Background: an optimization exercise with open tools, aiming at small area, a short achievable clock period and few clock cycles per item. Do not read the settings as production practice. Where RTL was checked, it was by simulation tests only, not by an equivalence proof against the original. Power is estimated from default activity; no workload was simulated.

==> run K <==
==> flow/design.v <==
package sbfr_pkg;
  localparam int FRAME_BYTES_DEF = 121;
  localparam int SLOTS_DEF       = 3;
  localparam logic [7:0] MARKER_RESET = 8'hB0;
  localparam int SLOT_W      = 2;
  localparam int IN_TDATA_W  = 16;
  localparam int OUT_TDATA_W = 40;
  localparam int PAIRS = FRAME_BYTES_DEF / 2;
  function automatic logic [6:0] inc7(input logic [6:0] x);
    logic c;
    c = 1'b1;
    for (int i = 0; i < 7; i++) begin
      inc7[i] = x[i] ^ c;
      c       = c & x[i];
    end
  endfunction
endpackage
module sbfr_frame_mem #(
  parameter int PAIRS = 60
) (
  input  logic             clk,
  input  logic [PAIRS-1:0] tsel,
  input  logic             step_a,    
  input  logic             step_b,    
  input  logic             wr_odd,
  input  logic             wr_last,
  input  logic [7:0]       wdata,
  output logic [15:0]      tail,
  output logic [7:0]       last
);
  logic [15:0] pos [PAIRS];
  logic [7:0]  last_r;
  always_ff @(posedge clk) begin
    if (tsel[0] ? step_a : step_b) pos[0][7:0] <= wdata;
    if (wr_odd) pos[0][15:8] <= wdata;
    for (int p = 1; p < PAIRS; p++) begin
      if (tsel[p] ? step_a : step_b) pos[p] <= pos[p-1];
    end
    if (wr_last) last_r <= wdata;
  end
  assign tail = pos[PAIRS-1];
  assign last = last_r;
endmodule
module sbfr_readout (
  input  logic        clk,
  input  logic        rst_n,
  input  logic        push,
  input  logic [1:0]  slot,
  input  logic        last,
  input  logic [15:0] pair,         
  output logic        room,         
  output logic        room_nxt,     
  output logic        out_tvalid,
  input  logic        out_tready,
  output logic [39:0] out_tdata,
  output logic        out_tlast
);
  localparam int EW = 4 * 6 + 2 + 2;
  function automatic logic [5:0] hex6(input logic [3:0] n, input logic zero);
    logic ge;
    logic [3:0] lo;
    ge = n[3] && (n[2] || n[1]);
    lo = ge ? (n + 4'd7) : n;
    if (zero) hex6 = 6'b0;
    else      hex6 = {ge, !ge, lo};
  endfunction
  function automatic logic [7:0] chr(input logic [5:0] c, input logic c4);
    chr = {1'b0, c[5], c[4], c4, c[3:0]};
  endfunction
  localparam int RW = 1 + 2 + 16;
  function automatic logic [EW-1:0] enc(input logic [RW-1:0] r);
    logic       l;
    logic [15:0] p;
    l = r[18];
    p = r[15:0];
    enc = {!l, l, r[17:16],
           hex6(p[7:4], 1'b0), hex6(p[3:0], 1'b0),
           hex6(p[15:12], l), hex6(p[11:8], l)};
  endfunction
  logic [RW-1:0] new_r;
  assign new_r = {last, slot, pair};
  logic          o_v, o_e_n, s_v;
  logic [EW-1:0] o_e;
  logic [RW-1:0] s_e;
  logic          pop, o_v_nxt, s_v_nxt;
  assign pop      = !o_e_n && out_tready;
  assign o_v_nxt  = (!o_e_n && !pop) || s_v || push;
  assign s_v_nxt  = s_v ? !pop : (push && !o_e_n && !pop);
  assign room     = !s_v;
  assign room_nxt = !s_v_nxt;
  always_ff @(posedge clk) begin
    if (!rst_n) begin
      o_v   <= 1'b0;
      o_e_n <= 1'b1;
      s_v   <= 1'b0;
    end else begin
      o_v   <= o_v_nxt;
      o_e_n <= !o_v_nxt;
      s_v   <= s_v_nxt;
    end
  end
  logic          o_ld;
  logic [EW-1:0] o_d;
  assign o_ld = (o_e_n || pop) && (s_v || push);
  assign o_d  = enc(s_v ? s_e : new_r);
  always_ff @(posedge clk) begin
    if (!rst_n)    o_e <= '0;
    else if (o_ld) o_e <= o_d;
  end
  logic [4:0] o_dup;
  always_ff @(posedge clk) begin
    if (!rst_n)    o_dup <= '1;
    else if (o_ld) o_dup <= {o_d[EW-2], o_d[22], o_d[16], o_d[10], o_d[4]};
  end
  always_ff @(posedge clk) begin
    if (!s_v) s_e <= new_r;
  end
  assign out_tvalid = o_v;
  assign out_tlast  = o_dup[4];
  assign out_tdata  = {3'b000, o_e[EW-1], o_e[EW-2], 1'b0,
                       chr(o_e[23:18], o_dup[3]), chr(o_e[17:12], o_dup[2]),
                       chr(o_e[11:6], o_dup[1]), chr(o_e[5:0], o_dup[0]),
                       o_e[25:24]};
endmodule
module start_byte_frame_reassembler #(
  parameter int FRAME_BYTES = sbfr_pkg::FRAME_BYTES_DEF,
  parameter int SLOTS       = sbfr_pkg::SLOTS_DEF
) (
  input  logic                   clk,
  input  logic                   rst_n,
  input  logic                   cfg_wr_en,
  input  logic [7:0]             cfg_wr_data,
  input  logic                   in_tvalid,
  output logic                   in_tready,
  input  logic [sbfr_pkg::IN_TDATA_W-1:0]  in_tdata,
  input  logic                   in_tuser,
  input  logic                   in_tlast,
  output logic                   out_tvalid,
  input  logic                   out_tready,
  output logic [sbfr_pkg::OUT_TDATA_W-1:0] out_tdata,
  output logic                   out_tlast
);
  localparam int NP = sbfr_pkg::PAIRS;    
  logic [7:0] marker_r;
  always_ff @(posedge clk) begin
    if (!rst_n)         marker_r <= sbfr_pkg::MARKER_RESET;
    else if (cfg_wr_en) marker_r <= cfg_wr_data;
  end
  typedef struct packed {
    logic       func;
    logic [2:0] oh;
    logic [7:0] data;
    logic       cf;
    logic       cl;
    logic       eq;
  } item_t;
  item_t pin_item, ir, sk;
  logic  ir_v, sk_v, rdy_r;
  logic  go, take, accept;
  assign pin_item = {in_tuser,
                     in_tdata[1:0] == 2'd2, in_tdata[1:0] == 2'd1, in_tdata[1:0] == 2'd0,
                     in_tdata[9:2], in_tdata[10], in_tlast,
                     in_tdata[9:2] == marker_r};
  assign in_tready = rdy_r;
  assign accept    = in_tvalid && !sk_v;
  assign take      = !ir_v || go;
  always_ff @(posedge clk) begin
    if (!rst_n) begin
      ir_v  <= 1'b0;
      sk_v  <= 1'b0;
      rdy_r <= 1'b1;
    end else if (take) begin
      ir_v  <= sk_v || accept;
      sk_v  <= 1'b0;
      rdy_r <= 1'b1;
    end else begin
      sk_v  <= sk_v || accept;
      rdy_r <= !sk_v && !accept;
    end
  end
  always_ff @(posedge clk) begin
    if (!rst_n)    ir <= '0;
    else if (take) ir <= sk_v ? sk : pin_item;
  end
  always_ff @(posedge clk) begin
    if (!sk_v) sk <= pin_item;
  end
  logic [2:0] q0, q1, q2;
  logic       head_v, rd_step, klast, last_rd, wdec;
  logic       rd_go, room, room_nxt, klast_r;
  logic [2:0] rdsel_r;
  logic [6:0] fill_r [3];
  logic [2:0] hunt_r, full_r, allow_r;
  logic h, par, fl, al;
  logic restart, drop, wr, even, complete, wevn;
  always_comb begin
    h   = |(ir.oh & hunt_r);
    fl  = |(ir.oh & full_r);
    al  = |(ir.oh & (allow_r | (q0 & {3{rd_step}})));
    par = (ir.oh[0] && fill_r[0][0]) || (ir.oh[1] && fill_r[1][0]) || (ir.oh[2] && fill_r[2][0]);
    restart  = ir.cf && ir.eq;
    drop     = !ir.cf && h && !ir.eq;
    wr       = (|ir.oh) && !ir.func && !drop;
    even     = restart || !par;
    complete = wr && !restart && fl;
    wevn     = wr && even && !complete;
  end
  assign go = ir_v && !(wr && even && !al);
  always_ff @(posedge clk) begin
    if (!rst_n) begin
      for (int s = 0; s < 3; s++) fill_r[s] <= '0;
      hunt_r <= '0;
      full_r <= '0;
    end else begin
      for (int s = 0; s < 3; s++) begin
        if (go && ir.oh[s]) begin
          if (ir.func) begin
            fill_r[s] <= '0;
            hunt_r[s] <= 1'b0;
            full_r[s] <= 1'b0;
          end else if (drop) begin
            hunt_r[s] <= !ir.cl;
          end else if (complete) begin
            fill_r[s] <= '0;
            hunt_r[s] <= !ir.cl;
            full_r[s] <= 1'b0;
          end else if (restart) begin
            fill_r[s] <= 7'd1;
            hunt_r[s] <= 1'b0;
            full_r[s] <= 1'b0;
          end else begin
            fill_r[s] <= sbfr_pkg::inc7(fill_r[s]);
            hunt_r[s] <= 1'b0;
            full_r[s] <= (fill_r[s] == 7'd119);
          end
        end
      end
    end
  end
  logic [2:0] w_we, w_wo, w_cmp;
  logic [7:0] w_d;
  always_ff @(posedge clk) begin
    if (!rst_n) begin
      w_we  <= '0;
      w_wo  <= '0;
      w_cmp <= '0;
    end else begin
      w_we  <= (go && wevn) ? ir.oh : 3'b000;
      w_wo  <= (go && wr && !even) ? ir.oh : 3'b000;
      w_cmp <= (go && complete) ? ir.oh : 3'b000;
    end
  end
  always_ff @(posedge clk) w_d <= ir.data;
  logic [2:0] inq;
  logic [5:0] k_eng;      
  logic [2:0] room_t;
  assign head_v  = |q0;
  assign rd_step = rd_go;
  assign klast   = klast_r;
  assign last_rd = rd_step && klast;
  assign wdec    = go && wevn && (|(ir.oh & q0));
  logic [2:0] q0_n, q1_n, q2_n, inq_n;
  logic       dnz_n;
  logic [2:0] room_n, room_rd, room_wr;
  always_comb begin
    q0_n = q0;
    q1_n = q1;
    q2_n = q2;
    if (last_rd) begin
      q0_n = q1;
      q1_n = q2;
      q2_n = 3'b000;
    end
    if (w_cmp != 3'b000) begin
      if (q0_n == 3'b000)      q0_n = w_cmp;
      else if (q1_n == 3'b000) q1_n = w_cmp;
      else                     q2_n = w_cmp;
    end
    inq_n = w_cmp | (inq & ~(last_rd ? q0 : 3'b000));
    room_rd = rd_step ? {room_t[1:0], 1'b1} : room_t;
    room_wr = rd_step ? room_t : {1'b0, room_t[2:1]};
    if (last_rd)   room_n = 3'b000;
    else if (wdec) room_n = room_wr;
    else           room_n = room_rd;
    dnz_n = room_n[0];
  end
  always_ff @(posedge clk) begin
    if (!rst_n) begin
      q0      <= '0;
      q1      <= '0;
      q2      <= '0;
      inq     <= '0;
      k_eng   <= '0;
      room_t  <= '0;
      allow_r <= 3'b111;
      rd_go   <= 1'b0;
      rdsel_r <= '0;
      klast_r <= 1'b0;
    end else begin
      rd_go   <= (q0_n != 3'b000) && room_nxt;
      rdsel_r <= room_nxt ? q0_n : 3'b000;
      klast_r <= !last_rd && (rd_step ? (k_eng == 6'(NP - 1)) : klast_r);
      q0     <= q0_n;
      q1     <= q1_n;
      q2     <= q2_n;
      inq    <= inq_n;
      room_t <= room_n;
      if (last_rd)      k_eng <= '0;
      else if (rd_step) k_eng <= 6'(sbfr_pkg::inc7({1'b0, k_eng}));
      for (int s = 0; s < 3; s++) begin
        allow_r[s] <= !(go && complete && ir.oh[s]) && (!inq_n[s] || (q0_n[s] && dnz_n));
      end
    end
  end
  logic [NP-1:0] teng;
  logic [15:0]   tail [3];
  logic [7:0]    lastb [3];
  logic [7:0] k_hi_eq, k_lo_eq, k_hi_gt, k_lo_gt;
  always_comb begin
    for (int j = 0; j < 8; j++) begin
      k_hi_eq[j] = (k_eng[5:3] == 3'(j));
      k_lo_eq[j] = (k_eng[2:0] == 3'(j));
    end
    for (int j = 0; j < 8; j++) begin
      k_hi_gt[j] = 1'b0;
      k_lo_gt[j] = 1'b0;
      for (int i = j + 1; i < 8; i++) begin
        k_hi_gt[j] = k_hi_gt[j] | k_hi_eq[i];
        k_lo_gt[j] = k_lo_gt[j] | k_lo_eq[i];
      end
    end
    for (int p = 0; p < NP; p++) begin
      teng[p] = k_hi_gt[p / 8] | (k_hi_eq[p / 8] & k_lo_gt[p % 8]);
    end
  end
  for (genvar s = 0; s < 3; s++) begin : g_lane
    sbfr_frame_mem #(.PAIRS(NP)) u_lane (
      .clk    (clk),
      .tsel   (teng),
      .step_a (w_we[s]),
      .step_b (rdsel_r[s] || (w_we[s] && !inq[s])),
      .wr_odd (w_wo[s]),
      .wr_last(w_cmp[s]),
      .wdata  (w_d),
      .tail   (tail[s]),
      .last   (lastb[s])
    );
  end
  logic [15:0] rd_pair;
  logic [1:0]  rd_slot;
  always_comb begin
    rd_pair = '0;
    for (int s = 0; s < 3; s++) begin
      if (q0[s]) rd_pair = rd_pair | (klast ? {8'h00, lastb[s]} : tail[s]);
    end
    rd_slot = {q0[2], q0[1]};
  end
  sbfr_readout u_readout (
    .clk       (clk),
    .rst_n     (rst_n),
    .push      (rd_step),
    .slot      (rd_slot),
    .last      (klast),
    .pair      (rd_pair),
    .room      (room),
    .room_nxt  (room_nxt),
    .out_tvalid(out_tvalid),
    .out_tready(out_tready),
    .out_tdata (out_tdata),
    .out_tlast (out_tlast)
  );
endmodule
==> flow/run.sh <==
#!/bin/bash
# synth_recipe.tcl (not shown) runs the flow's synth.tcl, then flattens the netlist and writes it again
# the make line also repeats each setting of config.mk as NAME=value (left out here)
make -C /OpenROAD-flow-scripts/flow DESIGN_CONFIG=/design/flow/config.mk WORK_HOME=/design/flow/orfs CLKGATE_MAP_FILE= SYNTH_SCRIPT=/design/flow/synth_recipe.tcl finish
==> flow/config.mk <==
export PLATFORM = sky130hd
export DESIGN_NAME = start_byte_frame_reassembler
export DESIGN_NICKNAME = start_byte_frame_reassembler
export VERILOG_FILES = /design/flow/design.v
export SDC_FILE = /design/flow/constraint.sdc
export NUM_CORES = 4
export LEC_CHECK = 0
export CAP_MARGIN = 20
export CORE_MARGIN = 2
export CORE_UTILIZATION = 40
export CTS_BUF_LIST = sky130_fd_sc_hd__clkbuf_16
export CTS_CLUSTER_DIAMETER = 60
export CTS_CLUSTER_SIZE = 30
export SETUP_SLACK_MARGIN = 3.55
export SLEW_MARGIN = 20
==> flow/constraint.sdc <==
create_clock -name core_clock -period 6.0 [get_ports {clk}]
set_input_delay 1.2000 -clock core_clock [delete_from_list [all_inputs] [get_ports {clk}]]
set_output_delay 1.2000 -clock core_clock [all_outputs]
set_load 0.01 [all_outputs]
==> run G: changes against run K <==
--- a/flow/design.v
+++ b/flow/design.v
@@ -253,5 +253,5 @@
   always_ff @(posedge clk) w_d <= ir.data;
   logic [2:0] inq;
-  logic [5:0] k_eng;      
+  logic [6:0] k_lo_t, k_hi_t;
   logic [2:0] room_t;
   assign head_v  = |q0;
@@ -291,5 +291,6 @@
       q2      <= '0;
       inq     <= '0;
-      k_eng   <= '0;
+      k_lo_t  <= '0;
+      k_hi_t  <= '0;
       room_t  <= '0;
       allow_r <= 3'b111;
@@ -300,5 +301,5 @@
       rd_go   <= (q0_n != 3'b000) && room_nxt;
       rdsel_r <= room_nxt ? q0_n : 3'b000;
-      klast_r <= !last_rd && (rd_step ? (k_eng == 6'(NP - 1)) : klast_r);
+      klast_r <= !last_rd && (rd_step ? (k_hi_t[6] && k_lo_t[2] && !k_lo_t[3]) : klast_r);
       q0     <= q0_n;
       q1     <= q1_n;
@@ -306,6 +307,15 @@
       inq    <= inq_n;
       room_t <= room_n;
-      if (last_rd)      k_eng <= '0;
-      else if (rd_step) k_eng <= 6'(sbfr_pkg::inc7({1'b0, k_eng}));
+      if (last_rd) begin
+        k_lo_t <= '0;
+        k_hi_t <= '0;
+      end else if (rd_step) begin
+        if (k_lo_t[6]) begin
+          k_lo_t <= '0;
+          k_hi_t <= {k_hi_t[5:0], 1'b1};
+        end else begin
+          k_lo_t <= {k_lo_t[5:0], 1'b1};
+        end
+      end
       for (int s = 0; s < 3; s++) begin
         allow_r[s] <= !(go && complete && ir.oh[s]) && (!inq_n[s] || (q0_n[s] && dnz_n));
@@ -316,20 +326,11 @@
   logic [15:0]   tail [3];
   logic [7:0]    lastb [3];
-  logic [7:0] k_hi_eq, k_lo_eq, k_hi_gt, k_lo_gt;
+  logic [7:0] hi_gt, hi_ge, lo_gt;
+  assign hi_gt = {1'b0, k_hi_t};
+  assign hi_ge = {k_hi_t, 1'b1};
+  assign lo_gt = {1'b0, k_lo_t};
   always_comb begin
-    for (int j = 0; j < 8; j++) begin
-      k_hi_eq[j] = (k_eng[5:3] == 3'(j));
-      k_lo_eq[j] = (k_eng[2:0] == 3'(j));
-    end
-    for (int j = 0; j < 8; j++) begin
-      k_hi_gt[j] = 1'b0;
-      k_lo_gt[j] = 1'b0;
-      for (int i = j + 1; i < 8; i++) begin
-        k_hi_gt[j] = k_hi_gt[j] | k_hi_eq[i];
-        k_lo_gt[j] = k_lo_gt[j] | k_lo_eq[i];
-      end
-    end
     for (int p = 0; p < NP; p++) begin
-      teng[p] = k_hi_gt[p / 8] | (k_hi_eq[p / 8] & k_lo_gt[p % 8]);
+      teng[p] = hi_gt[p / 8] | (hi_ge[p / 8] & lo_gt[p % 8]);
     end
   end
Settings changed: CTS_CLUSTER_DIAMETER 60 to 100, SETUP_SLACK_MARGIN 3.55 to 3.65.
==> comparison <==
- Run G went through all stages and came out clean. Run K completed with no timing, DRC or antenna violations.
- Against run K, the wire length of run G is smaller by about 6%.
- Between run K and run G, the lower worst setup slack is in run K (gap 0.33 ns).
- Against run G, the register-to-register slack of run K is worse by 0.52 ns.
- Between run G and run K, the lower clock power is in run G (gap about 22%, measured against run K).
- Via count: run G is lower than run K (about 5%).
- Against run K, the cell count of run G is lower by about 5%.
Testbench counts of run G, summed over its fixed seeds: cycles 31,989, items 30,995.
For run K, only the layout was checked, not whether the RTL still works.

## what the ideal ports hide
In the flow no input, the clock included, has a driving cell. The finished layouts below were timed again as built, in two steps. Step 1: set_driving_cell puts a clkbuf_16 on clk and a buf_2 on each other input, an assumption about the parent block. Step 2 adds t to the input delays and takes it off the output delays; t is the mean of the earliest and latest rising clock arrival at the registers after step 1. Input paths then give back, and output paths get back, about the clock's delay inside the block. a / b / c = no drivers / after step 1 / after step 2; a / b = the first two.
run | t, ns | setup slack, ns | hold WS [ns] | latest minus earliest clock arrival (ns) | slew at the worst register clock pin (ns)
run K | 0.877 | 3.170 / 3.170 / 2.959 | 0.349 / 0.349 / 0.349 | 0.060 / 0.061 | 0.11 / 0.11
run G | 0.858 | 3.505 / 3.424 / 2.908 | 0.351 / 0.351 / 0.351 | 0.063 / 0.064 | 0.12 / 0.12
After both steps every run listed still meets setup and hold. The setup slack of run G, which loses most, moves by -0.081 ns with the drivers and by -0.597 ns with both steps.
